Context: an optimization exercise on an open-source flow, tuned for small area and a short achievable clock period. The choices shown serve that exercise and are no tape-out recipe. The RTL was checked by simulation tests, not by an equivalence proof against the original design. Power and IR drop assume default switching activity.

<file path="design.v">
package btb_pkg;
    localparam logic [1:0] CNT_SNT   = 2'b00;
    localparam logic [1:0] CNT_WNT   = 2'b01;
    localparam logic [1:0] CNT_WT    = 2'b10;
    localparam logic [1:0] CNT_ST    = 2'b11;
    localparam logic [1:0] CNT_ALLOC = CNT_WT;
    localparam int unsigned ENTRY_TAG_W  = 10;
    localparam int unsigned ENTRY_ADDR_W = 32;
    typedef struct packed {
        logic                    valid;
        logic [ENTRY_TAG_W-1:0]  tag;
        logic [ENTRY_ADDR_W-1:0] target;
        logic [1:0]              cnt;
    } btb_entry_t;
    function automatic logic [1:0] sat_inc(input logic [1:0] c);
        sat_inc = (c == CNT_ST) ? CNT_ST : c + 2'd1;
    endfunction
    function automatic logic [1:0] sat_dec(input logic [1:0] c);
        sat_dec = (c == CNT_SNT) ? CNT_SNT : c - 2'd1;
    endfunction
endpackage
module btb_way #(
    parameter  int unsigned SETS   = 32,
    parameter  int unsigned TAG_W  = 10,
    parameter  int unsigned ADDR_W = 32,
    localparam int unsigned IDX_W  = $clog2(SETS)
) (
    input  logic              clk,
    input  logic [SETS-1:0]   i_lk_sel,
    input  logic [SETS-1:0]   i_lk_valid,
    input  logic [TAG_W-1:0]  i_lk_tag,
    output logic              o_lk_hit,
    output logic [ADDR_W-1:0] o_lk_target,
    output logic [1:0]        o_lk_cnt,
    input  logic [IDX_W-1:0]  i_wr_idx,
    output logic [TAG_W-1:0]  o_wr_tag,
    output logic [1:0]        o_wr_cnt,
    input  logic              i_wr_tag_en,
    input  logic              i_wr_target_en,
    input  logic              i_wr_cnt_en,
    input  logic [TAG_W-1:0]  i_wr_tag,
    input  logic [ADDR_W-1:0] i_wr_target,
    input  logic [1:0]        i_wr_cnt
);
    logic [1:0]        r_cnt    [SETS];
    logic [TAG_W-1:0]  r_tag    [SETS];
    logic [ADDR_W-1:0] r_target [SETS];
    logic [SETS-1:0]   w_match;
    always_comb begin
        o_lk_target = '0;
        o_lk_cnt    = '0;
        for (int s = 0; s < int'(SETS); s++) begin
            w_match[s]  = i_lk_sel[s] && i_lk_valid[s] && (r_tag[s] == i_lk_tag);
            o_lk_target = o_lk_target | ({ADDR_W{w_match[s]}} & r_target[s]);
            o_lk_cnt    = o_lk_cnt    | ({2{w_match[s]}} & r_cnt[s]);
        end
        o_lk_hit = |w_match;
        o_wr_tag = r_tag[i_wr_idx];
        o_wr_cnt = r_cnt[i_wr_idx];
    end
    always_ff @(posedge clk) begin
        for (int s = 0; s < int'(SETS); s++) begin
            if (i_wr_idx == IDX_W'(s)) begin
                if (i_wr_cnt_en)    r_cnt[s]    <= i_wr_cnt;
                if (i_wr_tag_en)    r_tag[s]    <= i_wr_tag;
                if (i_wr_target_en) r_target[s] <= i_wr_target;
            end
        end
    end
endmodule
module btb_assoc #(
    parameter int unsigned SETS   = 32,
    parameter int unsigned TAG_W  = 10,
    parameter int unsigned ADDR_W = 32
) (
    input  logic              clk,
    input  logic              reset_n,
    input  logic              lookup_en,
    input  logic [ADDR_W-1:0] lookup_pc,
    output logic              hit,
    output logic              predict_taken,
    output logic [ADDR_W-1:0] predict_target,
    output logic [1:0]        counter_state,
    input  logic              upd_en,
    input  logic [ADDR_W-1:0] upd_pc,
    input  logic              upd_taken,
    input  logic [ADDR_W-1:0] upd_target,
    input  logic              flush
);
    localparam int unsigned IDX_W = $clog2(SETS);
    logic [IDX_W-1:0]  w_lk_idx;
    logic [TAG_W-1:0]  w_lk_tag;
    logic [IDX_W-1:0]  w_upd_idx;
    logic [TAG_W-1:0]  w_upd_tag;
    logic [1:0]        r_st [SETS];
    logic [SETS-1:0]   w_lk_sel;
    logic [SETS-1:0]   w_v0;
    logic [SETS-1:0]   w_v1;
    logic [1:0]        w_lk_hit;
    logic [ADDR_W-1:0] w_lk_target [2];
    logic [1:0]        w_lk_cnt    [2];
    logic [1:0]        w_st;
    logic              w_u_v0;
    logic              w_u_v1;
    logic [TAG_W-1:0]  w_u_tag_q [2];
    logic [1:0]        w_u_cnt_q [2];
    logic [1:0]        w_u_hit;
    logic              w_u_hit_any;
    logic              w_victim;
    logic              w_sel;
    logic              w_go;
    logic              w_alloc;
    logic [1:0]        w_old_cnt;
    logic [1:0]        w_new_cnt;
    logic [1:0]        w_new_st;
    logic [1:0]        w_wr_en;
    logic              w_unused_pc;
    assign w_lk_idx    = lookup_pc[IDX_W+1:2];
    assign w_lk_tag    = lookup_pc[IDX_W+1+TAG_W:IDX_W+2];
    assign w_upd_idx   = upd_pc[IDX_W+1:2];
    assign w_upd_tag   = upd_pc[IDX_W+1+TAG_W:IDX_W+2];
    assign w_unused_pc = ^{lookup_pc, upd_pc};
    always_comb begin
        for (int s = 0; s < int'(SETS); s++) begin
            w_lk_sel[s] = lookup_en && (w_lk_idx == IDX_W'(s));
            w_v0[s]     = |r_st[s];
            w_v1[s]     = r_st[s][1];
        end
    end
    for (genvar g = 0; g < 2; g++) begin : g_way
        btb_way #(
            .SETS   (SETS),
            .TAG_W  (TAG_W),
            .ADDR_W (ADDR_W)
        ) u_way (
            .clk            (clk),
            .i_lk_sel       (w_lk_sel),
            .i_lk_valid     ((g == 0) ? w_v0 : w_v1),
            .i_lk_tag       (w_lk_tag),
            .o_lk_hit       (w_lk_hit[g]),
            .o_lk_target    (w_lk_target[g]),
            .o_lk_cnt       (w_lk_cnt[g]),
            .i_wr_idx       (w_upd_idx),
            .o_wr_tag       (w_u_tag_q[g]),
            .o_wr_cnt       (w_u_cnt_q[g]),
            .i_wr_tag_en    (w_wr_en[g] && w_alloc),
            .i_wr_target_en (w_wr_en[g] && upd_taken),
            .i_wr_cnt_en    (w_wr_en[g]),
            .i_wr_tag       (w_upd_tag),
            .i_wr_target    (upd_target),
            .i_wr_cnt       (w_new_cnt)
        );
    end
    always_comb begin
        hit            = |w_lk_hit;
        predict_target = w_lk_target[0] | w_lk_target[1];
        counter_state  = w_lk_cnt[0] | w_lk_cnt[1];
        predict_taken  = counter_state[1];
    end
    always_comb begin
        w_st        = r_st[w_upd_idx];
        w_u_v0      = |w_st;
        w_u_v1      = w_st[1];
        w_u_hit[0]  = w_u_v0 && (w_u_tag_q[0] == w_upd_tag);
        w_u_hit[1]  = w_u_v1 && (w_u_tag_q[1] == w_upd_tag);
        w_u_hit_any = |w_u_hit;
        w_victim    = w_u_v1 ? w_st[0] : w_u_v0;
        w_sel       = w_u_hit_any ? w_u_hit[1] : w_victim;
        w_alloc     = !w_u_hit_any && upd_taken;
        w_go        = upd_en && !flush && (w_u_hit_any || upd_taken);
        w_old_cnt   = w_u_hit[1] ? w_u_cnt_q[1] : w_u_cnt_q[0];
        if (!w_u_hit_any) begin
            w_new_cnt = btb_pkg::CNT_ALLOC;
        end else if (upd_taken) begin
            w_new_cnt = btb_pkg::sat_inc(w_old_cnt);
        end else begin
            w_new_cnt = btb_pkg::sat_dec(w_old_cnt);
        end
        w_new_st = (!w_u_v1 && !w_sel) ? 2'b01 : {1'b1, !w_sel};
        w_wr_en  = w_go ? {w_sel, !w_sel} : 2'b00;
    end
    always_ff @(posedge clk or negedge reset_n) begin
        if (!reset_n) begin
            for (int s = 0; s < int'(SETS); s++) r_st[s] <= 2'b00;
        end else if (flush) begin
            for (int s = 0; s < int'(SETS); s++) r_st[s] <= 2'b00;
        end else if (w_go) begin
            r_st[w_upd_idx] <= w_new_st;
        end
    end
endmodule
</file>
<file path="run.sh">
#!/bin/bash
# synth_recipe.tcl (not shown) runs the flow's synth.tcl, then flattens the netlist and writes it again
# the make line also repeats each setting of config.mk as NAME=value (left out here)
make -C /OpenROAD-flow-scripts/flow DESIGN_CONFIG=/design/flow/config.mk WORK_HOME=/design/flow/orfs CLKGATE_MAP_FILE= SYNTH_SCRIPT=/design/flow/synth_recipe.tcl finish
</file>
<file path="config.mk">
export PLATFORM = sky130hd
export DESIGN_NAME = btb_assoc
export DESIGN_NICKNAME = btb_assoc
export VERILOG_FILES = /design/flow/design.v
export SDC_FILE = /design/flow/constraint.sdc
export NUM_CORES = 4
export LEC_CHECK = 0
export ABC_CLOCK_PERIOD_IN_PS = 2500
export CAP_MARGIN = 20
export CORE_MARGIN = 2
export CORE_UTILIZATION = 55
export SETUP_SLACK_MARGIN = 2.5
export SLEW_MARGIN = 20
export TNS_END_PERCENT = 20
</file>
<file path="constraint.sdc">
create_clock -name core_clock -period 7.5 [get_ports {clk}]
set_input_delay 1.5000 -clock core_clock [delete_from_list [all_inputs] [get_ports {clk}]]
set_output_delay 1.5000 -clock core_clock [all_outputs]
set_load 0.01 [all_outputs]
</file>
==> results of run 1 <==
-- metrics by stage --
stage	instances	utilization [%]	cell area, sq um	hold WS, ps	setup slack (ps)
after floorplan	6977	-	117000	534	2280
after global placement	10156	61.8	128000	565	300
after detailed placement	10156	61.8	128000	576	305
after CTS	11076	70.7	146000	584	1380
after global routing	11337	73.1	152000	602	1260
final	11422	73.2	152000	587	1100
-- sequential cells by signal, summed over array words and instances, names as in the netlist --
| register | cells |
|---|---|
| g_way.u_way.r_target | 2048 |
| g_way.u_way.r_tag | 640 |
| g_way.u_way.r_cnt | 128 |
| r_st | 64 |
-- cell type report --
type                       count  area share [%]
multi-input combinational   3631            20.9
inverter                      23          0.0586
antenna                      101           0.167
clock buffer                 371            5.32
clock inverter               153           0.975
tap                         2788            2.30
timing repair buffer        1475            13.5
sequential                  2880            56.8
-- power by group through the flow --
stage | Combinational (uW) | Sequential (uW) | Clock (uW)
final | 1640 | 17700 | 15100
after global routing | 1590 | 17700 | 15500
after CTS | 1420 | 17700 | 14800
after detailed placement | 1160 | 18000 | 0
after global placement | 1150 | 18000 | 0
after floorplan | 498 | 18000 | 0
-- timing repair --
| item | CTS | global route |
|---|---|---|
| cloned | 71 | 44 |
| endpoints found under the setup margin | 3044 | 1854 |
| gates resized for setup | 873 | 358 |
| pin swaps | 223 | 206 |
| setup buffers | 325 | 200 |
| hold buffers | 0 | 0 |
-- layer usage --
layer,global-route usage [%],vias to the layer above,routed length (um)
li1,-,31714,-
met1,71.5,46246,197000
met2,71.0,13312,233000
met3,35.6,3677,140000
met4,38.1,72,60600
met5,2.00,-,2120
-- critical path, cell delays in order --
cell and delay, ps:
buf_16 160, buf_16 210, buf_8 160, xor2_4 180, nor4_1 70, nand4_1 320
nor3_4 70, buf_12 200, buf_4 220, a22o_1 260, a221oi_2 240, nand4_1 460
or4_4 610, buf_6 140
-- how the worst max path moves through the flow --
stage	slack, ps	to	cells past startpoint
detailed placement	300	predict_target[3]	12
global placement	300	predict_target[3]	12
CTS	1380	predict_target[20]	13
floorplan	2280	counter_state[1]	12
global route	1260	predict_target[20]	16
finish	1100	predict_target[17]	14
-- cell families after synthesis --
kind of cell             count (synthesis)  synth area share, %
buffers and inverters                  471                 1.68
multiplexers                            56                0.503
XOR/XNOR                               656                 5.01
adder cells (fa/ha/maj)                  1              0.00982
AO/OA/AOI/OAI                         1536                 11.2
AND/OR/NAND/NOR                       1377                 6.49
flip-flops                            2880                 75.1
-- cells in the mapped netlist, types with 7 or more instances --
library cell / count
and3_1: 48
buf_2: 78
nand4_1: 316
a21oi_1: 31
xor2_1: 266
o32ai_1: 21
or4_1: 43
mux2_2: 13
nand2b_1: 24
nor2b_1: 42
a221oi_1: 557
buf_4: 10
nor4_1: 98
nor3b_1: 11
nand3b_1: 9
xnor2_1: 390
and3b_1: 10
inv_1: 21
o21ai_1: 17
edfxtp_1: 2816
a22oi_1: 155
o2111ai_1: 35
o21ai_0: 60
a32oi_1: 7
a31oi_1: 9
nand2_1: 115
nor3_1: 107
mux2i_1: 43
nand3_1: 254
a2111oi_0: 9
a22o_1: 571
clkbuf_1: 289
dfrtp_1: 64
buf_1: 67
nor2_1: 251
or3b_2: 9
or3_1: 16
==> run summary, run 1 <==
Final setup violation count=0; DR WL/cell=55.4 um; WS Path Type=in2out; R2R setup slack=2750 ps; fmax=0.156 GHz; most frequent cells in the layout=edfxtp_1 (2816), buf_4 (627), a22o_1 (565), buf_12 (439), xnor2_1 (388); top-area cell type share of the netlist area=73.7%; Fillers=12543; Slew Viols, Final=0; Net Sw Power=7620 uW; Post-synth EDFFs=2816; CTS tree=built; Final Hold Viols=0; post-DR vias/cell=8.32; worst vdd ir=0.317 mV; multi-input logic area=between 0.03 and 0.04 sq mm; Core Area=0.207 sq mm; Layout Skew=106 ps; HPWL after detailed placement=approximately 350 mm; DRT iter0 DRCs=24260; CTS clk-pin slew, worst paths=roughly 60 ps; pwr dens=about 230 mW/mm^2; HP Class=reg2reg; Netlist cell types=83; min-delay src=r_st[29][0]; Die X-Extent=461 um; Leakage=0.0513 uW; CTS Buf Count=307; vias in the first global route=81186; drt total wl=~630 mm; CTS Sinks=2880; Synth Flop Type=edfxtp_1; WP data arrival=approximately 4900 ps; crit share post-route=a little under nine tenths; internal cell power=26800 uW; via count=95021; H-Tree Depth=5; largest cells by area after synthesis=edfxtp_1 (74%), a22o_1 (4.4%), a221oi_1 (4.3%), xnor2_1 (3.0%), xor2_1 (2.0%); post-synthesis instance total=~7000; WHS Endpoint=r_st[29][0]; pin slew with the least headroom to its limit=1280 ps; Hold Crit Depth=2; Sw Share=22.1%; min cycle time layout=6400 ps; num rows=167; final setup TNS=0 ps; Nets=~8400; Root Driver=clkbuf_16; clock tree buffer depth=4; final weighted congestion in routability-driven placement=1.05; Worst Path Max Fanout=6; I/O pin total=138; GR Overflow Total=0; crit end category=primary output; yosys warns=11; Synth async-reset ratio=2.22%; r2r endpoint=g_way[1].u_way.r_target[13][19]; Die Y=461 um; initial antenna violation count=70; sequential area share after synthesis=75.1%; cell taking the most area after synthesis=edfxtp_1; most common cell after layout, fill and taps aside=edfxtp_1; type of origin of the critical path=input pin; DRC violations left=0; Syn Nets=7079; Skew-Pair Late Insertion Delay=1010 ps; largest net degree at the start of global routing=67; total track usage=56.8%; share of layout cells above drive strength 1=between 30% and 40%; mapped cell area=0.115 sq mm; Starting Density=55.3%; number of port buffers=103; Gate power share=approximately 4.8%; RSZ-0062 raised after global routing=true; first-pass GRT wire length=778 mm; status=complete, no violations; Final ANT Viol Nets=0; Final Total Pwr=roughly 34000 uW; drt pass-1 iters=10; worst path required time=6000 ps; crit path from=lookup_pc[10]; Max-Cap Viols=0; die footprint=approximately 0.21 sq mm; reg2reg path depth=18; Mean Syn Cell Area=16.4 sq um; clock power share=43.9%; Flop pwr share=51.4%; FF+latch count, synth=2880; register area=between 0.08 and 0.09 sq mm; Reg2Reg Launch Point=r_st[14][1]; relative slew slack=~15%; area grow syn2layout=32.3%
==> run 2: changes to the inputs <==
--- a/config.mk
+++ b/config.mk
@@ -7,8 +7,6 @@
 export LEC_CHECK = 0
-export ABC_CLOCK_PERIOD_IN_PS = 2500
 export CAP_MARGIN = 20
 export CORE_MARGIN = 2
-export CORE_UTILIZATION = 55
-export SETUP_SLACK_MARGIN = 2.5
+export CORE_UTILIZATION = 40
+export SETUP_SLACK_MARGIN = 0.3
 export SLEW_MARGIN = 20
-export TNS_END_PERCENT = 20
==> run 2 against run 1 <==
Synthesized cell count did not move. Cell area fell by 8.1%. Fmax fell by 13%. Core utilization fell by 24 points. Sequential share of layout area rose by 5.0 points. Combinational power fell by 24%. Clock skew fell by 5.4 ps. Critical path type unchanged. Largest power group unchanged.
==> run summary, run 2 <==
type of origin of the critical path=input pin (unchanged); Final Hold Viols=0 (unchanged); I/O pin total=138 (unchanged); most common cell after layout, fill and taps aside=edfxtp_1 (unchanged); Regs by FF count=g_way.u_way.r_target x2048, g_way.u_way.r_tag x640, g_way.u_way.r_cnt x128 (unchanged); FF+latch count, synth=2880 (unchanged); WS Path Type=in2out (unchanged); Skew-Pair Late Insertion Delay=990 ps (was 1010 ps); num rows=196 (was 167); Nets=7817 (was 8420); cell taking the most area after synthesis=edfxtp_1 (unchanged); Die X-Extent=540 um (was 461 um); Synth top cells by count=edfxtp_1 (2816), a22o_1 (571), a221oi_1 (557) (unchanged); CTS Sinks=2880 (unchanged); drt total wl=573 mm (was 632 mm); Final Total Pwr=34100 uW (was 34400 uW); Max-Cap Viols=0 (unchanged); placed instance count=11162 (was 10156); via count=84230 (was 95021); share of layout cells above drive strength 1=18.5% (was 30.6%); Root Driver=clkbuf_16 (unchanged); hold_ws=596 ps (was 587 ps); H-Tree Depth=5 (unchanged); DRC violations left=0 (unchanged); Starting Density=40.2% (was 55.3%); CTS tree=built (unchanged); min cycle time layout=7360 ps (was 6400 ps); CTS hold repair buffers=0 (unchanged); number of port buffers=103 (unchanged); fin util=48.9% (was 73.2%); largest cells by area after synthesis=edfxtp_1 (74%), a22o_1 (4.4%), a221oi_1 (4.3%), xnor2_1 (3.0%), xor2_1 (2.0%) (unchanged); pwr dens=245 mW/mm^2 (was 227 mW/mm^2); CTS clk-pin slew, worst paths=60 ps (about the same); Worst Path Max Fanout=21 (was 6); slowest CP cell=nor3_2 (was or4_4); number of flip-flops in the largest register=2048 (unchanged); max incr delay on CP=680 ps (was 610 ps); Synth Flop Type=edfxtp_1 (unchanged); crit path cell chain=clkdlybuf4s50_1, buf_4, nand2_1, nor2_1, nand2_1, nor3_2, buf_12, a22o_1, a221oi_1, nand4_1, or4_1, buf_12, clkdlybuf4s50_1 (was buf_16, buf_16, buf_8, xor2_4, nor4_1, nand4_1, nor3_4, buf_12, buf_4, a22o_1, a221oi_2, nand4_1, or4_4, buf_6); DRT iter0 DRCs=19338 (was 24260); first-pass GRT wire length=742 mm (was 778 mm); Layout Skew=100 ps (was 106 ps); crit share post-route=98.1% (was 85.3%); final setup TNS=0 ps (unchanged); fmax=0.136 GHz (was 0.156 GHz); sequential area share after synthesis=75.1% (unchanged); post-synthesis instance total=6977 (unchanged); Largest Register=g_way.u_way.r_target (unchanged); Core Area=0.285 sq mm (was 0.207 sq mm); RSZ-0062 raised after global routing=true (unchanged); HPWL after detailed placement=357 mm (was 349 mm); HP Class=reg2reg (unchanged); final weighted congestion in routability-driven placement=1.02 (was 1.05); WP data arrival=5860 ps (was 4900 ps); total track usage=38.3% (was 56.8%); Syn Nets=7079 (unchanged); most frequent cells in the layout=edfxtp_1 (2816), a22o_1 (571), a221oi_1 (556), buf_4 (460), xnor2_1 (390) (was edfxtp_1 (2816), buf_4 (627), a22o_1 (565), buf_12 (439), xnor2_1 (388)); worst path required time=6000 ps (about the same); Final ANT Viol Nets=0 (unchanged); relative slew slack=16.9% (was 14.7%); GR Overflow Total=0 (unchanged); top-area cell type share of the netlist area=73.7% (unchanged); die footprint=0.291 sq mm (was 0.212 sq mm); yosys warns=11 (unchanged); Post-synth EDFFs=2816 (unchanged); count leader, synth=edfxtp_1 (unchanged); Final setup violation count=0 (unchanged); drt pass-1 iters=6 (was 10); area grow syn2layout=21.5% (was 32.3%); clock tree buffer depth=4 (unchanged); worst vdd ir=0.203 mV (was 0.317 mV); mapped cell area=0.115 sq mm (unchanged); initial antenna violation count=58 (was 70); worst path bufs/invs=5 (was 6); Synth async-reset ratio=2.22% (unchanged); Netlist cell types=83 (unchanged); Slew Viols, Final=0 (unchanged); Leakage=0.0446 uW (was 0.0513 uW); CTS Buf Count=310 (was 307); pin slew with the least headroom to its limit=1240 ps (was 1280 ps); crit end category=primary output (unchanged); vias in the first global route=77223 (was 81186); Mean Syn Cell Area=16.4 sq um (unchanged); largest net degree at the start of global routing=67 (unchanged); status=complete, no violations (unchanged); DR WL/cell=48.7 um (was 55.4 um); Die Y=540 um (was 461 um); post-DR vias/cell=7.16 (was 8.32); Finished Layout Cells=11759 (was 11422); largest delay contributor family on the critical path=simple AND/OR/NAND/NOR gates (unchanged)
-- run 2: cell types whose count changed in the layout (fill, tap and decap cells not counted), sizes merged, moves of 19 or more --
cell	before	now
bufbuf	21	0
clkbuf	411	391
clkdlybuf4s50	2	43
clkinv	114	133
buf	1410	831
diode	101	35
-- run 2: cell families after synthesis --
kind of cell / count (synthesis) / synth area share, %
buffers and inverters: 471 / 1.68
AOI/OAI and AO/OA: 1536 / 11.2
and+or+nand+nor: 1377 / 6.49
adders and majority gates: 1 / 0.00982
xor gates and xnor gates: 656 / 5.01
muxes: 56 / 0.503
DFF: 2880 / 75.1
-- run 2: cell type report --
type | count | area, sq um
inverters | 23 | 86.3
diodes | 35 | 87.6
flip-flops and latches | 2880 | 86200
clock inverters | 168 | 1790
clock buffers | 391 | 8110
repair buffers | 874 | 10700
multi-input cells | 3626 | 27700
fillers | 23697 | 146000
well taps | 3762 | 4710
-- run 2: timing repair --
item                                    in CTS  in global routing
setup buffers                                0                  0
gates resized for setup                      7                  7
endpoints found under the setup margin       4                 15
endpoints found under the hold margin        0                  0
pin swaps                                    1                  0
-- run 2: through the flow --
stage                     setup WS [ps]  cell area (sq um)
after global routing                225             139000
after floorplan                     911             115000
after global placement            -50.5             129000
final                               142             139000
after CTS                           302             139000
after detailed placement           58.8             129000
-- run 2: report_power, final --
group / internal (uW) / switching [uW]
logic: 314 / 927
registers: 17700 / 9.72
clock network: 8380 / 6830
total: 26400 / 7770
-- run 2: worst register-to-register path, delay by kind of cell (launching register included) --
kind	cells	cell delay (ps)
XOR/XNOR	1	140
AND/OR/NAND/NOR	6	1470
buffers and inverters	7	1670
flip-flops	1	410
AO/OA/AOI/OAI	4	1620
-- run 2: per-layer routing --
layer | track usage (%) | routed length [um] | vias up
met3 | 11.8 | 90600 | 2012
li1 | - | - | 30364
met5 | 0.296 | 385 | -
met4 | 24.7 | 45400 | 37
met1 | 50.3 | 196000 | 42662
met2 | 54.9 | 241000 | 9155
-- run 2: path summary, 6_finish.rpt --
check / startpoint / slack (ps) / to / cells past startpoint
max: lookup_pc[5] / 140 / counter_state[0] / 13
min: r_st[14][0] / 600 / r_st[14][0] / 2
max reg2reg: g_way[1].u_way.r_tag[8][9] / 1920 / g_way[1].u_way.r_target[15][3] / 18
min reg2reg: r_st[14][0] / 600 / r_st[14][0] / 2
max in group asynchronous: reset_n / 5960 / r_st[13][0] / 2
min in group asynchronous: reset_n / 870 / r_st[26][0] / 2
==> run 3: changes to the inputs <==
--- a/design.v
+++ b/design.v
@@ -34,3 +34,3 @@
     output logic [1:0]        o_lk_cnt,
-    input  logic [IDX_W-1:0]  i_wr_idx,
+    input  logic [SETS-1:0]   i_wr_sel,
     output logic [TAG_W-1:0]  o_wr_tag,
@@ -51,10 +51,12 @@
         o_lk_cnt    = '0;
+        o_wr_tag    = '0;
+        o_wr_cnt    = '0;
         for (int s = 0; s < int'(SETS); s++) begin
             w_match[s]  = i_lk_sel[s] && i_lk_valid[s] && (r_tag[s] == i_lk_tag);
-            o_lk_target = o_lk_target | ({ADDR_W{w_match[s]}} & r_target[s]);
-            o_lk_cnt    = o_lk_cnt    | ({2{w_match[s]}} & r_cnt[s]);
+            o_lk_target = o_lk_target | ({ADDR_W{i_lk_sel[s]}} & r_target[s]);
+            o_lk_cnt    = o_lk_cnt    | ({2{i_lk_sel[s]}} & r_cnt[s]);
+            o_wr_tag    = o_wr_tag    | ({TAG_W{i_wr_sel[s]}} & r_tag[s]);
+            o_wr_cnt    = o_wr_cnt    | ({2{i_wr_sel[s]}} & r_cnt[s]);
         end
         o_lk_hit = |w_match;
-        o_wr_tag = r_tag[i_wr_idx];
-        o_wr_cnt = r_cnt[i_wr_idx];
     end
@@ -62,3 +64,3 @@
         for (int s = 0; s < int'(SETS); s++) begin
-            if (i_wr_idx == IDX_W'(s)) begin
+            if (i_wr_sel[s]) begin
                 if (i_wr_cnt_en)    r_cnt[s]    <= i_wr_cnt;
@@ -96,2 +98,3 @@
     logic [SETS-1:0]   w_lk_sel;
+    logic [SETS-1:0]   w_u_sel;
     logic [SETS-1:0]   w_v0;
@@ -125,2 +128,3 @@
             w_lk_sel[s] = lookup_en && (w_lk_idx == IDX_W'(s));
+            w_u_sel[s]  = (w_upd_idx == IDX_W'(s));
             w_v0[s]     = |r_st[s];
@@ -142,3 +146,3 @@
             .o_lk_cnt       (w_lk_cnt[g]),
-            .i_wr_idx       (w_upd_idx),
+            .i_wr_sel       (w_u_sel),
             .o_wr_tag       (w_u_tag_q[g]),
@@ -155,4 +159,6 @@
         hit            = |w_lk_hit;
-        predict_target = w_lk_target[0] | w_lk_target[1];
-        counter_state  = w_lk_cnt[0] | w_lk_cnt[1];
+        predict_target = ({ADDR_W{w_lk_hit[0]}} & w_lk_target[0])
+                       | ({ADDR_W{w_lk_hit[1]}} & w_lk_target[1]);
+        counter_state  = ({2{w_lk_hit[0]}} & w_lk_cnt[0])
+                       | ({2{w_lk_hit[1]}} & w_lk_cnt[1]);
         predict_taken  = counter_state[1];
@@ -160,3 +166,6 @@
     always_comb begin
-        w_st        = r_st[w_upd_idx];
+        w_st        = '0;
+        for (int s = 0; s < int'(SETS); s++) begin
+            w_st = w_st | ({2{w_u_sel[s]}} & r_st[s]);
+        end
         w_u_v0      = |w_st;
@@ -187,3 +196,5 @@
         end else if (w_go) begin
-            r_st[w_upd_idx] <= w_new_st;
+            for (int s = 0; s < int'(SETS); s++) begin
+                if (w_u_sel[s]) r_st[s] <= w_new_st;
+            end
         end
--- a/config.mk
+++ b/config.mk
@@ -9,4 +9,7 @@
 export CORE_MARGIN = 2
-export CORE_UTILIZATION = 40
-export SETUP_SLACK_MARGIN = 0.3
+export CORE_UTILIZATION = 45
+export CTS_BUF_LIST = sky130_fd_sc_hd__clkbuf_8
+export CTS_CLUSTER_SIZE = 30
+export SETUP_SLACK_MARGIN = 2.5
 export SLEW_MARGIN = 20
+export TNS_END_PERCENT = 20
==> run 3 against run 2 <==
Global-route usage is 1.6 points higher. Still clean. Cell area increased by 3.1%. Clock power decreased by 16%. Register-to-register slack gained 960 ps.
==> run summary, run 3 <==
status=complete, no violations (unchanged); Leakage=0.0489 uW (was 0.0446 uW); wire length on met2=224 mm (was 241 mm); r2r endpoint=g_way[0].u_way.r_target[5][30] (was g_way[1].u_way.r_target[15][3]); CTS tree=built (unchanged); final weighted congestion in routability-driven placement=1.04 (was 1.02); crit share post-route=79.5% (was 98.1%); Synth top cells by count=edfxtp_1 (2816), a22oi_1 (571), xor2_1 (387) (was edfxtp_1 (2816), a22o_1 (571), a221oi_1 (557)); sequential area share after synthesis=74.4% (was 75.1%); vias in the first global route=78359 (was 77223); CTS clk-pin slew, worst paths=60 ps (about the same); Synth Flop Type=edfxtp_1 (unchanged); crit end category=primary output (unchanged); pwr dens=224 mW/mm^2 (was 245 mW/mm^2); yosys warns=11 (unchanged); pin slew with the least headroom to its limit=1240 ps (about the same); H-Tree Depth=5 (unchanged); fmax=0.168 GHz (was 0.136 GHz); slowest CP cell=nand4_1 (was nor3_2); HPWL after detailed placement=330 mm (was 357 mm); share of layout cells above drive strength 1=25.2% (was 18.5%); clock tree buffer depth=4 (unchanged); total track usage=39.9% (was 38.3%); RSZ-0062 raised after global routing=true (unchanged); num rows=186 (was 196); Hold Crit Depth=2 (unchanged); post-synthesis instance total=7106 (was 6977); CTS Sinks=2880 (unchanged); R2R setup slack=2880 ps (was 1920 ps); Core Area=0.256 sq mm (was 0.285 sq mm); I/O pin total=138 (unchanged); Post-Place Setup Slack=228 ps (was 58.8 ps); worst vdd ir=0.193 mV (was 0.203 mV); HP Class=reg2reg (unchanged); Syn Nets=7208 (was 7079); type of origin of the critical path=input pin (unchanged); largest cells by area after synthesis=edfxtp_1 (73%), a22oi_1 (3.7%), xor2_1 (2.9%), a22o_1 (2.8%), a221oi_1 (2.7%) (was edfxtp_1 (74%), a22o_1 (4.4%), a221oi_1 (4.3%), xnor2_1 (3.0%), xor2_1 (2.0%)); largest delay contributor family on the critical path=buffers and inverters (was simple AND/OR/NAND/NOR gates); top-area cell type share of the netlist area=73.1% (was 73.7%); Slew Viols, Final=0 (unchanged); Final ANT Viol Nets=0 (unchanged); largest net degree at the start of global routing=69 (was 67); GR Overflow Total=0 (unchanged); drt pass-1 iters=6 (unchanged); mapped cell area=0.116 sq mm (was 0.115 sq mm); Final setup violation count=0 (unchanged); Die Y=511 um (was 540 um); DRC violations left=0 (unchanged); final setup TNS=0 ps (unchanged); CTS Buf Count=468 (was 310); Die X-Extent=511 um (was 540 um); die footprint=0.261 sq mm (was 0.291 sq mm); post-DR vias/cell=6.99 (was 7.16); via count=83809 (was 84230); Final Total Pwr=32100 uW (was 34100 uW); DR WL/cell=44.6 um (was 48.7 um); drt total wl=535 mm (was 573 mm); Skew-Pair Late Insertion Delay=1230 ps (was 990 ps); first-pass GRT wire length=703 mm (was 742 mm); WP data arrival=4460 ps (was 5860 ps); number of flip-flops in the largest register=2048 (unchanged); Final Hold Viols=0 (unchanged); WS Path Type=in2out (unchanged); Starting Density=45.2% (was 40.2%); cell taking the most area after synthesis=edfxtp_1 (unchanged); relative slew slack=16.9% (about the same); Largest Register=g_way.u_way.r_target (unchanged); Root Driver=clkbuf_8 (was clkbuf_16); initial antenna violation count=40 (was 58); Top Metal Used=met5 (unchanged); wire length on met1=197 mm (was 196 mm); Netlist cell types=85 (was 83); reg2reg path depth=14 (was 18); DRT iter0 DRCs=15999 (was 19338); worst path required time=6000 ps (about the same); crit path cell chain=buf_16, buf_16, buf_4, xnor2_1, nand4_1, o22ai_1, nor4_1, nand4_1, buf_6, buf_6, buf_12, buf_16, o41ai_4, nand2_1, buf_12, buf_6 (was clkdlybuf4s50_1, buf_4, nand2_1, nor2_1, nand2_1, nor3_2, buf_12, a22o_1, a221oi_1, nand4_1, or4_1, buf_12, clkdlybuf4s50_1); area grow syn2layout=24.1% (was 21.5%); most common cell after layout, fill and taps aside=edfxtp_1 (unchanged); WHS Endpoint=r_st[5][0] (was r_st[14][0]); Max-Cap Viols=0 (unchanged); Regs by FF count=g_way.u_way.r_target x2048, g_way.u_way.r_tag x640, g_way.u_way.r_cnt x128 (unchanged); Reg2Reg Launch Point=g_way[1].u_way.r_tag[18][2] (was g_way[1].u_way.r_tag[8][9]); Worst Path Max Fanout=13 (was 21); Nets=8329 (was 7817); most frequent cells in the layout=edfxtp_1 (2816), buf_4 (609), a22oi_1 (567), clkbuf_8 (472), a22o_1 (371) (was edfxtp_1 (2816), a22o_1 (571), a221oi_1 (556), buf_4 (460), xnor2_1 (390)); Mean Syn Cell Area=16.3 sq um (was 16.4 sq um); Layout Skew=171 ps (was 100 ps); Post-synth EDFFs=2816 (unchanged); count leader, synth=edfxtp_1 (unchanged); worst path bufs/invs=9 (was 5); Met3 Wirelength=83.4 mm (was 90.6 mm); min cycle time layout=5960 ps (was 7360 ps); min-delay src=r_st[5][0] (was r_st[14][0]); max incr delay on CP=510 ps (was 680 ps); Synth async-reset ratio=2.22% (unchanged); Final Worst Setup Slack=1540 ps (was 142 ps); number of port buffers=103 (unchanged); fin util=56.1% (was 48.9%); FF+latch count, synth=2880 (unchanged); Fillers=19966 (was 23697)
==> run 3: area by class of cell <==
class	count	area [sq um]	area share, %
multi-input cells	3723	30600	21.3
clock inverters	361	1900	1.32
inverters	14	52.6	0.0366
well taps	3384	4230	2.95
repair buffers	1140	14200	9.87
diodes	12	30.0	0.0209
flip-flops and latches	2880	86200	60.0
clock buffers	472	6500	4.52
==> run 3: worst max-delay path by stage <==
| stage | to | depth (start not counted) | startpoint |
|---|---|---|---|
| final | predict_target[30] | 16 | lookup_pc[13] |
| after global routing | predict_target[30] | 17 | lookup_pc[9] |
| after CTS | predict_target[27] | 18 | lookup_pc[15] |
| after detailed placement | predict_target[27] | 13 | lookup_pc[6] |
| after global placement | predict_target[27] | 13 | lookup_en |
| after floorplan | g_way[0].u_way.r_target[10][0] | 14 | upd_pc[3] |
==> run 3: per-stage QoR <==
step,hold slack [ps],std cells,cell area (sq um)
global placement,557,10873,129000
finish,576,11986,144000
global route,604,11978,144000
floorplan,528,7106,117000
detailed placement,570,10873,129000
CTS,579,11926,142000
==> run 3: kinds of logic after synthesis <==
group           count (synthesis)  synth area share, %
flops                        2880                 74.4
compound gates               1584                 11.2
simple gates                 1360                 6.50
xor+xnor                      649                 4.91
buf+inv                       504                 1.84
mux                           126                 1.12
fa+ha+maj                       3               0.0259
==> run 3: per-layer routing <==
metal,up-vias,global-route usage (%)
met5,-,0.365
met4,22,19.6
met3,1479,14.4
met2,7816,56.4
met1,42967,54.4
li1,31525,-
==> run 3: where the power goes <==
group          switching, uW  internal (uW)
Combinational           1200            510
Clock                   6430           6310
Sequential              14.1          17700
==> run 3: worst reg2reg max path, stage by stage (launching register included) <==
cell and delay (ps):
edfxtp_1 520, mux2i_1 470, o32ai_1 230, a21oi_1 290
nor4b_2 600, xnor2_1 230, nor4_1 100, buf_4 150
and2_1 180, buf_12 150, buf_4 130, or2_4 320
buf_12 200, nor3_4 300, buf_12 300
==> run 3: timing repair <==
action | in CTS | in global routing
hold buffers | 0 | 0
pin swaps | 142 | 76
buffers inserted | 194 | 42
resized for setup | 622 | 159
gates cloned | 26 | 4
endpoints found under the setup margin | 3005 | 2633
==> run 4: changes to the inputs <==
--- a/design.v
+++ b/design.v
@@ -102,2 +102,3 @@
     logic [1:0]        w_lk_hit;
+    logic [1:0]        w_lk_hit_en;
     logic [ADDR_W-1:0] w_lk_target [2];
@@ -127,3 +128,3 @@
         for (int s = 0; s < int'(SETS); s++) begin
-            w_lk_sel[s] = lookup_en && (w_lk_idx == IDX_W'(s));
+            w_lk_sel[s] = (w_lk_idx == IDX_W'(s));
             w_u_sel[s]  = (w_upd_idx == IDX_W'(s));
@@ -158,7 +159,8 @@
     always_comb begin
-        hit            = |w_lk_hit;
-        predict_target = ({ADDR_W{w_lk_hit[0]}} & w_lk_target[0])
-                       | ({ADDR_W{w_lk_hit[1]}} & w_lk_target[1]);
-        counter_state  = ({2{w_lk_hit[0]}} & w_lk_cnt[0])
-                       | ({2{w_lk_hit[1]}} & w_lk_cnt[1]);
+        w_lk_hit_en    = {2{lookup_en}} & w_lk_hit;
+        hit            = |w_lk_hit_en;
+        predict_target = ({ADDR_W{w_lk_hit_en[0]}} & w_lk_target[0])
+                       | ({ADDR_W{w_lk_hit_en[1]}} & w_lk_target[1]);
+        counter_state  = ({2{w_lk_hit_en[0]}} & w_lk_cnt[0])
+                       | ({2{w_lk_hit_en[1]}} & w_lk_cnt[1]);
         predict_taken  = counter_state[1];
--- a/config.mk
+++ b/config.mk
@@ -9,5 +9,7 @@
 export CORE_MARGIN = 2
-export CORE_UTILIZATION = 45
+export CORE_UTILIZATION = 62
 export CTS_BUF_LIST = sky130_fd_sc_hd__clkbuf_8
-export CTS_CLUSTER_SIZE = 30
+export CTS_CLUSTER_DIAMETER = 70
+export CTS_CLUSTER_SIZE = 12
+export PLACE_DENSITY = 0.72
 export SETUP_SLACK_MARGIN = 2.5
==> run 4 against run 3 <==
Die area down 27%. Register-to-register slack worse by 140 ps. Count of clock-buffer cells in the layout down 172. Critical path type unchanged. Setup slack worse by 200 ps. Area after synthesis down 0.37%. Worst hold slack worse by 15 ps. Core utilization up 17 points. Power down 12%. Combinational power up 5%. Clock skew down 72 ps.
==> run summary, run 4 <==
DRC violations left=0 (unchanged); I/O pin total=138 (unchanged); DR WL/cell=49.1 um (was 44.6 um); fmax=0.162 GHz (was 0.168 GHz); final setup TNS=0 ps (unchanged); drt pass-1 iters=7 (was 6); DRT iter0 DRCs=19435 (was 15999); HPWL after detailed placement=308 mm (was 330 mm); num rows=158 (was 186); relative slew slack=12.5% (was 16.9%); Syn Nets=7181 (was 7208); min cycle time layout=6160 ps (was 5960 ps); CTS hold repair buffers=0 (unchanged); WS Path Type=in2out (unchanged); status=complete, no violations (unchanged); worst path bufs/invs=10 (was 9); most common cell after layout, fill and taps aside=edfxtp_1 (unchanged); crit share post-route=82.1% (was 79.5%); Max-Cap Viols=0 (unchanged); pwr dens=210 mW/mm^2 (was 224 mW/mm^2); Final Hold Viols=0 (unchanged); grt met2 use=70.8% (was 56.4%); Core Area=0.185 sq mm (was 0.256 sq mm); Netlist cell types=85 (unchanged); Worst Path Max Fanout=7 (was 13); Leakage=0.0441 uW (was 0.0489 uW); CTS tree=built (unchanged); most frequent cells in the layout=edfxtp_1 (2816), buf_4 (486), a22o_1 (455), a221oi_1 (439), a22oi_1 (405) (was edfxtp_1 (2816), buf_4 (609), a22oi_1 (567), clkbuf_8 (472), a22o_1 (371)); worst vdd ir=0.223 mV (was 0.193 mV); cell taking the most area after synthesis=edfxtp_1 (unchanged); Starting Density=62.3% (was 45.2%); WP data arrival=4660 ps (was 4460 ps); H-Tree Depth=5 (unchanged); pin slew with the least headroom to its limit=1310 ps (was 1240 ps); total track usage=53.0% (was 39.9%); mapped cell area=0.115 sq mm (was 0.116 sq mm); Synth top cells by count=edfxtp_1 (2816), a22o_1 (455), a221oi_1 (441) (was edfxtp_1 (2816), a22oi_1 (571), xor2_1 (387)); top-area cell type share of the netlist area=73.3% (was 73.1%); vias in the first global route=77734 (was 78359); CP Depth=18 (was 16); met1 Use GR=69.7% (was 54.4%); area grow syn2layout=17.0% (was 24.1%); drt total wl=510 mm (was 535 mm); GR Overflow Total=0 (unchanged); Synth Flop Type=edfxtp_1 (unchanged); crit path cell chain=buf_16, buf_16, buf_6, xor2_1, nor4_1, nand4_1, o22ai_4, nor4_4, a41oi_4, buf_12, buf_12, buf_16, buf_12, buf_6, o41ai_2, buf_4, nand2_4, buf_6 (was buf_16, buf_16, buf_4, xnor2_1, nand4_1, o22ai_1, nor4_1, nand4_1, buf_6, buf_6, buf_12, buf_16, o41ai_4, nand2_1, buf_12, buf_6); Largest Register=g_way.u_way.r_target (unchanged); Final ANT Viol Nets=0 (unchanged); CTS Sinks=2880 (unchanged); met3 GRT Util=26.4% (was 14.4%); initial antenna violation count=40 (unchanged); crit end category=primary output (unchanged); worst path required time=6000 ps (about the same); Root Driver=clkbuf_8 (unchanged); Post-synth EDFFs=2816 (unchanged); largest net degree at the start of global routing=69 (unchanged); Fillers=11315 (was 19966); FF+latch count, synth=2880 (unchanged); type of origin of the critical path=input pin (unchanged); post-synthesis instance total=7079 (was 7106); number of port buffers=103 (unchanged); post-DR vias/cell=8.10 (was 6.99); Hold Crit Depth=1 (was 2); Synth async-reset ratio=2.22% (unchanged); Mean Syn Cell Area=16.3 sq um (about the same); yosys warns=11 (unchanged); reg2reg path depth=15 (was 14); fin util=72.9% (was 56.1%); slowest CP cell=nand4_1 (unchanged); count leader, synth=edfxtp_1 (unchanged); share of layout cells above drive strength 1=20.8% (was 25.2%); Layout Skew=99.1 ps (was 171 ps); GRT busiest layer=met2 (unchanged); first-pass GRT wire length=671 mm (was 703 mm); RSZ-0062 raised after global routing=true (unchanged); Nets=7930 (was 8329); Skew-Pair Late Insertion Delay=1100 ps (was 1230 ps); HP Class=reg2reg (unchanged); Slew Viols, Final=0 (unchanged); number of flip-flops in the largest register=2048 (unchanged); die footprint=0.189 sq mm (was 0.261 sq mm); Die X-Extent=435 um (was 511 um); clock tree buffer depth=4 (unchanged); CTS Buf Count=294 (was 468); CTS clk-pin slew, worst paths=90 ps (was 60 ps); max incr delay on CP=450 ps (was 510 ps); Final setup violation count=0 (unchanged); Die Y=435 um (was 511 um); sequential area share after synthesis=74.7% (was 74.4%); largest delay contributor family on the critical path=buffers and inverters (unchanged); final weighted congestion in routability-driven placement=1.12 (was 1.04); largest cells by area after synthesis=edfxtp_1 (73%), a22o_1 (3.5%), a221oi_1 (3.3%), xor2_1 (2.9%), a22oi_1 (2.6%) (was edfxtp_1 (73%), a22oi_1 (3.7%), xor2_1 (2.9%), a22o_1 (2.8%), a221oi_1 (2.7%)); hold_ws=562 ps (was 576 ps); via count=84021 (was 83809); Regs by FF count=g_way.u_way.r_target x2048, g_way.u_way.r_tag x640, g_way.u_way.r_cnt x128 (unchanged)
==> run 4: power breakdown <==
part	leakage, uW	internal [uW]	total (uW)	switching (uW)
Combinational	0.0153	511	1790	1280
Sequential	0.0265	17600	17700	9.26
Clock	0.00228	3620	8880	5270
Total	0.0441	21800	28300	6560
==> run 4: per-stage QoR <==
| stage | setup slack [ps] | power (uW) | instance area [sq um] | cells |
|---|---|---|---|---|
| 6_report | 1340 | 28300 | 135000 | 10372 |
| 5_1_grt | 1430 | 28700 | 135000 | 10350 |
| 4_1_cts | 1590 | 28000 | 134000 | 10309 |
| 3_5_place_dp | 313 | 19500 | 126000 | 9821 |
| 3_3_place_gp | 307 | 19500 | 126000 | 9821 |
| 2_1_floorplan | 1810 | 18600 | 116000 | 7079 |
==> run 4: kinds of logic after synthesis <==
kind of cell / after synthesis / share of synthesized area [%]
compound gates: 1664 / 11.7
mux: 108 / 0.959
simple gates: 1270 / 5.86
xor+xnor: 644 / 4.89
flops: 2880 / 74.7
fa+ha+maj: 2 / 0.0174
buf+inv: 511 / 1.84
==> run 4: per-layer routing <==
layer	share of wire (%)	vias up
li1	-	30380
met1	32	40994
met2	40	10320
met3	20	2305
met4	7.9	22
met5	0.046	-
==> run 4: final cells by class <==
cell class,instances,area (sq um),area share (%)
antenna,26,65.1,0.0482
clock buffer,300,4130,3.06
clock inverter,34,185,0.137
inverter,27,101,0.0751
multi-input combinational,3690,29700,22.0
sequential,2880,86200,63.8
tap,2480,3100,2.30
timing repair buffer,935,11500,8.55
==> run 4: repair_timing <==
action | in CTS | in global routing
endpoints found under the hold margin | 0 | 0
resized for setup | 617 | 113
endpoints found under the setup margin | 3044 | 2874
setup buffers | 128 | 31
pin swaps | 135 | 56
gates cloned | 26 | 4
==> run 4: final timing paths <==
| path | startpoint | endpoint | slack, ps |
|---|---|---|---|
| worst max-delay path | lookup_pc[16] | predict_target[30] | 1340 |
| worst min-delay path | r_st[5][0] | r_st[5][0] | 560 |
| worst max register to register | g_way[0].u_way.r_tag[29][4] | g_way[0].u_way.r_target[17][14] | 2740 |
| worst min register to register | r_st[5][0] | r_st[5][0] | 560 |
| max in group asynchronous | reset_n | r_st[28][0] | 6140 |
| min in group asynchronous | reset_n | r_st[31][1] | 640 |
==> run 4: worst register-to-register path, cell delays in order (launching register included) <==
cell	delay [ps]
edfxtp_1	550
and3_1	270
o211ai_1	170
nand4_1	360
nor4_4	410
a31oi_1	160
a211oi_2	290
buf_4	190
or4b_4	520
o21a_4	220
or2_4	300
buf_12	170
nor3_4	220
buf_6	170
buf_8	160
bufbuf_16	300
==> run 5: changes to the inputs <==
==> flow/run.sh (new file) <==
#!/bin/bash
# The standard layout with two changes: the port buffers are buf_4 cells (the standard
# flow's choice is a slow delay cell), and resizing may change a cell's footprint.
# make's output goes to standard.log; each step's full log is in orfs/logs.
set -euo pipefail
bash standard.sh MATCH_CELL_FOOTPRINT=0 "BUFFER_PORTS_ARGS=-buffer_cell sky130_fd_sc_hd__buf_4" finish > standard.log 2>&1
==> standard.sh (new file) <==
#!/bin/bash
# synth_recipe.tcl (not shown) runs the flow's synth.tcl, then flattens the netlist and writes it again
# the make line also repeats each setting of config.mk as NAME=value (left out here)
make -C /OpenROAD-flow-scripts/flow DESIGN_CONFIG=/design/flow/config.mk WORK_HOME=/design/flow/orfs CLKGATE_MAP_FILE= SYNTH_SCRIPT=/design/flow/synth_recipe.tcl "${@:-finish}"
removed: run.sh
==> run 5 against run 4 <==
Sequential power about the same. Final cell count down 0.14%. Cell area about the same. Non-clock buffer count down 13. Critical path depth down 5. Largest power group unchanged. Worst hold slack worse by 9.3 ps. First-iteration DRC count up 0.33%. Clock skew up 25 ps. Area after synthesis unchanged. Power up 0.59%. Synthesized cell count unchanged. Combinational power about the same.
==> run summary, run 5 <==
Final ANT Viol Nets=0 (unchanged); I/O pin total=138 (unchanged); number of flip-flops in the largest register=2048 (unchanged); Die X-Extent=435 um (unchanged); Die Y=435 um (unchanged); Synth Flop Type=edfxtp_1 (unchanged); Max-Cap Viols=0 (unchanged); WP data arrival=4560 ps (was 4660 ps); vias in the first global route=77305 (was 77734); post-synthesis instance total=7079 (unchanged); sequential area share after synthesis=74.7% (unchanged); Leakage=0.0441 uW (about the same); Regs by FF count=g_way.u_way.r_target x2048, g_way.u_way.r_tag x640, g_way.u_way.r_cnt x128 (unchanged); area grow syn2layout=17.1% (was 17.0%); Post-synth EDFFs=2816 (unchanged); Root Driver=clkbuf_8 (unchanged); GR Overflow Total=0 (unchanged); most frequent cells in the layout=edfxtp_1 (2816), buf_4 (520), a22o_1 (455), a221oi_1 (434), a22oi_1 (405) (was edfxtp_1 (2816), buf_4 (486), a22o_1 (455), a221oi_1 (439), a22oi_1 (405)); Layout Skew=124 ps (was 99.1 ps); HP Class=in2async (was reg2reg); r2r endpoint=g_way[0].u_way.r_target[12][28] (was g_way[0].u_way.r_target[17][14]); post-DR vias/cell=8.13 (was 8.10); R2R setup slack=2680 ps (was 2740 ps); placed instance count=9753 (was 9821); Largest Register=g_way.u_way.r_target (unchanged); cell taking the most area after synthesis=edfxtp_1 (unchanged); CTS tree=built (unchanged); type of origin of the critical path=input pin (unchanged); final weighted congestion in routability-driven placement=1.08 (was 1.12); drt pass-1 iters=7 (unchanged); status=complete, no violations (unchanged); fmax=0.165 GHz (was 0.162 GHz); Finished Layout Cells=10357 (was 10372); number of port buffers=103 (unchanged); HPWL after detailed placement=300 mm (was 308 mm); FF+latch count, synth=2880 (unchanged); num rows=158 (unchanged); relative slew slack=23.0% (was 12.5%); via count=84228 (was 84021); Worst Path Max Fanout=8 (was 7); worst vdd ir=0.216 mV (was 0.223 mV); Slew Viols, Final=0 (unchanged); most common cell after layout, fill and taps aside=edfxtp_1 (unchanged); Mean Syn Cell Area=16.3 sq um (unchanged); worst path required time=6000 ps (about the same); initial antenna violation count=35 (was 40); min cycle time layout=6060 ps (was 6160 ps); Nets=7916 (was 7930); drt total wl=513 mm (was 510 mm); Final setup violation count=0 (unchanged); largest net degree at the start of global routing=69 (unchanged); first-pass GRT wire length=664 mm (was 671 mm); reg2reg path depth=14 (was 15); Fillers=11154 (was 11315); CTS Buf Count=295 (was 294); DRT iter0 DRCs=19500 (was 19435); top-area cell type share of the netlist area=73.3% (unchanged); pin slew with the least headroom to its limit=1150 ps (was 1310 ps); final setup TNS=0 ps (unchanged); Netlist cell types=85 (unchanged); total track usage=52.3% (was 53.0%); RSZ-0062 raised after global routing=true (unchanged); crit share post-route=80.8% (was 82.1%); pwr dens=211 mW/mm^2 (was 210 mW/mm^2); crit path from=lookup_pc[16] (unchanged); multi-input logic area=0.0295 sq mm (was 0.0297 sq mm); CTS Sinks=2880 (unchanged); count leader, synth=edfxtp_1 (unchanged); die footprint=0.189 sq mm (unchanged); DRC violations left=0 (unchanged); share of layout cells above drive strength 1=20.7% (was 20.8%); Reg2Reg Launch Point=g_way[0].u_way.r_tag[15][2] (was g_way[0].u_way.r_tag[29][4]); crit end category=primary output (unchanged); mapped cell area=0.115 sq mm (unchanged); Starting Density=62.3% (unchanged); CTS clk-pin slew, worst paths=100 ps (was 90 ps); Synth async-reset ratio=2.22% (unchanged); largest cells by area after synthesis=edfxtp_1 (73%), a22o_1 (3.5%), a221oi_1 (3.3%), xor2_1 (2.9%), a22oi_1 (2.6%) (unchanged); Synth top cells by count=edfxtp_1 (2816), a22o_1 (455), a221oi_1 (441) (unchanged); H-Tree Depth=5 (unchanged); Core Area=0.185 sq mm (unchanged); register area=0.0862 sq mm (unchanged); Final Hold Viols=0 (unchanged); DR WL/cell=49.6 um (was 49.1 um); yosys warns=11 (unchanged); Final Total Pwr=28500 uW (was 28300 uW); WS Path Type=in2out (unchanged); Syn Nets=7181 (unchanged); clock tree buffer depth=4 (unchanged); Skew-Pair Late Insertion Delay=1120 ps (was 1100 ps)
run 5: cell count changes in the layout (fill, tap and decap cells not counted), sizes merged, moves of 4 or more:
cell	change
clkbuf	+45
bufbuf	-14
clkdlybuf4s50	-4
buf	-36
clkinv	-5
run 5: power by group:
part / switching (uW) / internal, uW
Clock: 5360 / 3730
Combinational: 1250 / 506
Sequential: 9.82 / 17600
Total: 6620 / 21900
run 5: repair_timing:
action,4_1_cts,5_1_grt
pin swaps,75,69
resized for setup,341,180
setup buffers,109,81
setup endpoints to repair,3039,2161
hold buffers,0,0
gates cloned,20,33
run 5: cells by family after synthesis:
kind of cell,count (synthesis),synth area share [%]
buffers and inverters,511,1.84
DFF,2880,74.7
and+or+nand+nor,1270,5.86
xor gates and xnor gates,644,4.89
adders and majority gates,2,0.0174
muxes,108,0.959
AOI/OAI and AO/OA,1664,11.7
run 5: area by class of cell:
| class | instances | share of cell area [%] |
|---|---|---|
| multi-input combinational | 3688 | 21.9 |
| tap | 2480 | 2.30 |
| clock inverter | 32 | 0.195 |
| timing repair buffer | 922 | 8.64 |
| clock buffer | 301 | 3.07 |
| sequential | 2880 | 63.8 |
| inverter | 27 | 0.0751 |
| antenna | 27 | 0.0500 |
run 5: per-stage QoR:
step / area (sq um) / worst slack, ps / utilization, % / hold WS, ps
3_3_place_gp: 125000 / 344 / 67.6 / 547
3_5_place_dp: 125000 / 345 / 67.6 / 559
5_1_grt: 135000 / 1520 / 72.9 / 600
6_report: 135000 / 1440 / 73.0 / 552
2_1_floorplan: 116000 / 1810 / - / 493
4_1_cts: 132000 / 1670 / 71.6 / 495
run 5: layer usage:
layer	track usage, %	vias to the layer above	wire length (um)
met3	25.9	2385	107000
met2	69.8	10518	203000
met1	69.2	40934	163000
li1	-	30363	-
met4	30.5	28	40100
met5	0.580	-	648
run 5: how the worst max path moves through the flow:
stage,end,slack (ps),cells after the start
2_1_floorplan,g_way[1].u_way.r_target[6][0],1810,14
3_3_place_gp,g_way[0].u_way.r_target[27][31],340,17
3_5_place_dp,g_way[0].u_way.r_target[27][9],340,17
4_1_cts,predict_target[30],1670,15
5_1_grt,predict_target[18],1520,14
6_report,predict_target[18],1440,13
run 5: critical path, stage by stage:
cell	delay, ps
buf_16	170
buf_16	170
xor2_1	140
nor4_1	280
nand4_1	500
o22ai_1	410
nor4_2	90
a41oi_4	370
buf_12	240
clkbuf_16	240
o41ai_1	90
nand2_1	180
buf_6	140
==> run 6: changes to the inputs <==
--- a/config.mk
+++ b/config.mk
@@ -7,3 +7,3 @@
 export LEC_CHECK = 0
-export CAP_MARGIN = 20
+export CAP_MARGIN = 0
 export CORE_MARGIN = 2
@@ -15,3 +15,3 @@
 export SETUP_SLACK_MARGIN = 2.5
-export SLEW_MARGIN = 20
-export TNS_END_PERCENT = 20
+export SLEW_MARGIN = 0
+export TNS_END_PERCENT = 2
==> run 6 against run 5 <==
Still clean. Clock power is 0.4% lower. First-iteration DRC count down 7.7%. Final cell count fell by 1.1%. Area after synthesis stayed put. Critical path depth increased by 2. Power down 0.41%. Worst hold slack improved by 5.3 ps. Critical path type unchanged.
==> run summary, run 6 <==
count leader, synth=edfxtp_1 (unchanged); final setup TNS=0 ps (unchanged); WS Path Type=in2out (unchanged); CTS clk-pin slew, worst paths=100 ps (about the same); most frequent cells in the layout=edfxtp_1 (2816), buf_4 (481), a22o_1 (455), a221oi_1 (437), a22oi_1 (406) (was edfxtp_1 (2816), buf_4 (520), a22o_1 (455), a221oi_1 (434), a22oi_1 (405)); Largest Register=g_way.u_way.r_target (unchanged); Netlist cell types=85 (unchanged); largest net degree at the start of global routing=69 (unchanged); Slew Viols, Final=0 (unchanged); pwr dens=214 mW/mm^2 (was 211 mW/mm^2); WP data arrival=4600 ps (was 4560 ps); Final ANT Viol Nets=0 (unchanged); num rows=158 (unchanged); Fillers=11456 (was 11154); Worst path most repeated cell=buf_12 (was buf_16); Regs by FF count=g_way.u_way.r_target x2048, g_way.u_way.r_tag x640, g_way.u_way.r_cnt x128 (unchanged); status=complete, no violations (unchanged); first-pass GRT wire length=663 mm (was 664 mm); worst vdd ir=0.214 mV (was 0.216 mV); sequential area share after synthesis=74.7% (unchanged); Leakage=0.0431 uW (was 0.0441 uW); Root Driver=clkbuf_8 (unchanged); post-synthesis instance total=7079 (unchanged); total track usage=52.3% (about the same); Synth top cells by count=edfxtp_1 (2816), a22o_1 (455), a221oi_1 (441) (unchanged); fmax=0.164 GHz (was 0.165 GHz); die footprint=0.189 sq mm (unchanged); DR WL/cell=48.9 um (was 49.6 um); register area=0.0862 sq mm (unchanged); Layout Skew=108 ps (was 124 ps); HP Class=in2async (unchanged); Final Total Pwr=28400 uW (was 28500 uW); number of port buffers=103 (unchanged); relative slew slack=16.7% (was 23.0%); DRT iter0 DRCs=17990 (was 19500); min cycle time layout=6100 ps (was 6060 ps); number of flip-flops in the largest register=2048 (unchanged); Nets=7801 (was 7916); Starting Density=62.3% (unchanged); area post-placement=0.125 sq mm (about the same); type of origin of the critical path=input pin (unchanged); Post-synth EDFFs=2816 (unchanged); Die X-Extent=435 um (unchanged); pin slew with the least headroom to its limit=1250 ps (was 1150 ps); DRC violations left=0 (unchanged); I/O pin total=138 (unchanged); drt pass-1 iters=7 (unchanged); Skew-Pair Late Insertion Delay=1110 ps (was 1120 ps); yosys warns=11 (unchanged); Finished Layout Cells=10248 (was 10357); multi-input logic area=0.0291 sq mm (was 0.0295 sq mm); CTS tree=built (unchanged); crit path cell chain=buf_16, buf_12, buf_12, xor2_1, nor4_1, nand4_1, o22ai_1, nor4_2, a41oi_4, buf_12, buf_16, buf_8, o21ai_0, nand2_1, buf_6 (was buf_16, buf_16, xor2_1, nor4_1, nand4_1, o22ai_1, nor4_2, a41oi_4, buf_12, clkbuf_16, o41ai_1, nand2_1, buf_6); Max-Cap Viols=0 (unchanged); area grow syn2layout=15.1% (was 17.1%); HPWL after detailed placement=300 mm (unchanged); FF+latch count, synth=2880 (unchanged); placed instance count=9753 (unchanged); via count=82742 (was 84228); clock tree buffer depth=4 (unchanged); drt total wl=501 mm (was 513 mm); Syn Nets=7181 (unchanged); fin area=0.133 sq mm (was 0.135 sq mm); Synth Flop Type=edfxtp_1 (unchanged); crit end category=primary output (unchanged); H-Tree Depth=5 (unchanged); Final Hold Viols=0 (unchanged); worst path required time=6000 ps (about the same); Synth async-reset ratio=2.22% (unchanged); Final setup violation count=0 (unchanged); CTS Buf Count=295 (unchanged); RSZ-0062 raised after global routing=true (unchanged); GR Overflow Total=0 (unchanged); vias in the first global route=77037 (was 77305); post-DR vias/cell=8.07 (was 8.13); Worst Path Max Fanout=8 (unchanged); slowest CP cell=nor4_1 (was nand4_1); cell taking the most area after synthesis=edfxtp_1 (unchanged); top-area cell type share of the netlist area=73.3% (unchanged); largest cells by area after synthesis=edfxtp_1 (73%), a22o_1 (3.5%), a221oi_1 (3.3%), xor2_1 (2.9%), a22oi_1 (2.6%) (unchanged); Core Area=0.185 sq mm (unchanged); final weighted congestion in routability-driven placement=1.08 (unchanged); max incr delay on CP=630 ps (was 500 ps); share of layout cells above drive strength 1=18.8% (was 20.7%); crit share post-route=81.4% (was 80.8%); most common cell after layout, fill and taps aside=edfxtp_1 (unchanged); Die Y=435 um (unchanged); initial antenna violation count=32 (was 35); CTS Sinks=2880 (unchanged); mapped cell area=0.115 sq mm (unchanged); Mean Syn Cell Area=16.3 sq um (unchanged)
==> run 6: stage by stage <==
step,setup slack [ps],hold WS [ps],util (%)
finish,1400,557,71.8
global route,1530,601,71.7
CTS,1670,495,71.4
detailed placement,345,559,67.6
global placement,344,547,67.6
floorplan,1810,493,-
==> run 6: cell type report <==
cell class	count	share of cell area [%]
inverters	27	0.0763
repair buffers	807	7.41
clock inverters	32	0.198
diodes	33	0.0622
multi-input cells	3688	21.9
flip-flops and latches	2880	64.9
clock buffers	301	3.12
well taps	2480	2.34
==> run 6: critical path: cells and delay by family <==
kind            cells  cell delay [ps]
compound gates      3              610
buf+inv             7             1130
simple gates        4             1190
xor+xnor            1              140
==> run 6: logic make-up (layout without fill, tap and decap cells) <==
logic type | Yosys count | count (layout) | share of synthesized area, %
other cells | 0 | 33 | 0
buf+inv | 511 | 1167 | 1.84
flops | 2880 | 2880 | 74.7
simple gates | 1270 | 1270 | 5.86
xor+xnor | 644 | 644 | 4.89
mux | 108 | 108 | 0.959
compound gates | 1664 | 1664 | 11.7
fa+ha+maj | 2 | 2 | 0.0174
==> run 6: where the power goes <==
part | total, uW | internal, uW | switching, uW
Sequential | 17600 | 17600 | 9.60
Combinational | 1680 | 463 | 1210
Clock | 9050 | 3730 | 5320
==> run 6: what timing repair did <==
| item | CTS | global route |
|---|---|---|
| pin swaps | 67 | 18 |
| hold buffers | 0 | 0 |
| endpoints found under the setup margin | 3039 | 2817 |
| buffers inserted | 88 | 20 |
| gates cloned | 19 | 2 |
| gates resized for setup | 317 | 71 |
==> run 6: path summary, 6_finish.rpt <==
path                                              endpoint  cells after the start  slack (ps)                   startpoint
setup / recovery                        predict_target[18]                     15        1400                 lookup_pc[8]
hold / removal                                 r_st[31][1]                      1         560                      reset_n
setup reg to reg           g_way[0].u_way.r_target[16][23]                     13        2500  g_way[0].u_way.r_tag[15][2]
hold reg to reg                                r_st[26][0]                      1         590                  r_st[26][0]
max in group asynchronous                      r_st[20][0]                      1        6310                      reset_n
min in group core_clock                        r_st[26][0]                      1         590                  r_st[26][0]
==> run 6: layer usage <==
layer	vias to the layer above	share of wire (%)	GRT usage [%]
li1	30120	-	-
met1	40707	33	69.2
met2	9783	40	69.7
met3	2114	20	25.9
met4	18	7.4	30.3
met5	-	0.10	1.13

-- separate check: timing with driven ports --
The results above use ideal ports. As a check the final layouts listed here were re-extracted and re-timed, cells and wires unchanged.
Step 1 sets driving cells, clkbuf_16 on the clock port and buf_2 on the other inputs (assumed; they add their load-dependent delay and slew).
Step 2, shift: input delay + t, output delay - t, t = (earliest + latest rising clock arrival at the registers) / 2. This alone moves slack from input paths to output paths.
Slacks: ideal ports / drivers / drivers and shift; pairs: ideal ports / drivers.
| run | t, ns | setup WS [ns] | worst register clock-pin slew, ns | worst data-port slew with drivers (ns) | cell pins on the clock port's net |
|---|---|---|---|---|---|
| run 1 | 1.058 | 1.099 / 0.976 / 0.938 | 0.07 / 0.07 | 0.23 | 1 |
| run 2 | 1.044 | 0.142 / 0.114 / -0.204 | 0.07 / 0.07 | 0.28 | 1 |
| run 3 | 1.237 | 1.540 / 1.343 / 0.987 | 0.08 / 0.08 | 0.37 | 1 |
| run 4 | 1.143 | 1.342 / 1.219 / 0.967 | 0.10 / 0.10 | 0.29 | 1 |
| run 5 | 1.154 | 1.442 / 1.017 / 0.936 | 0.10 / 0.10 | 0.56 | 1 |
| run 6 | 1.151 | 1.396 / 1.009 / 0.911 | 0.10 / 0.10 | 0.58 | 1 |
With both steps, setup timing fails in run 2, where it was met with ideal ports. The setup slack of run 3, which loses most, moves by -0.197 ns with the drivers and by -0.553 ns with both steps.
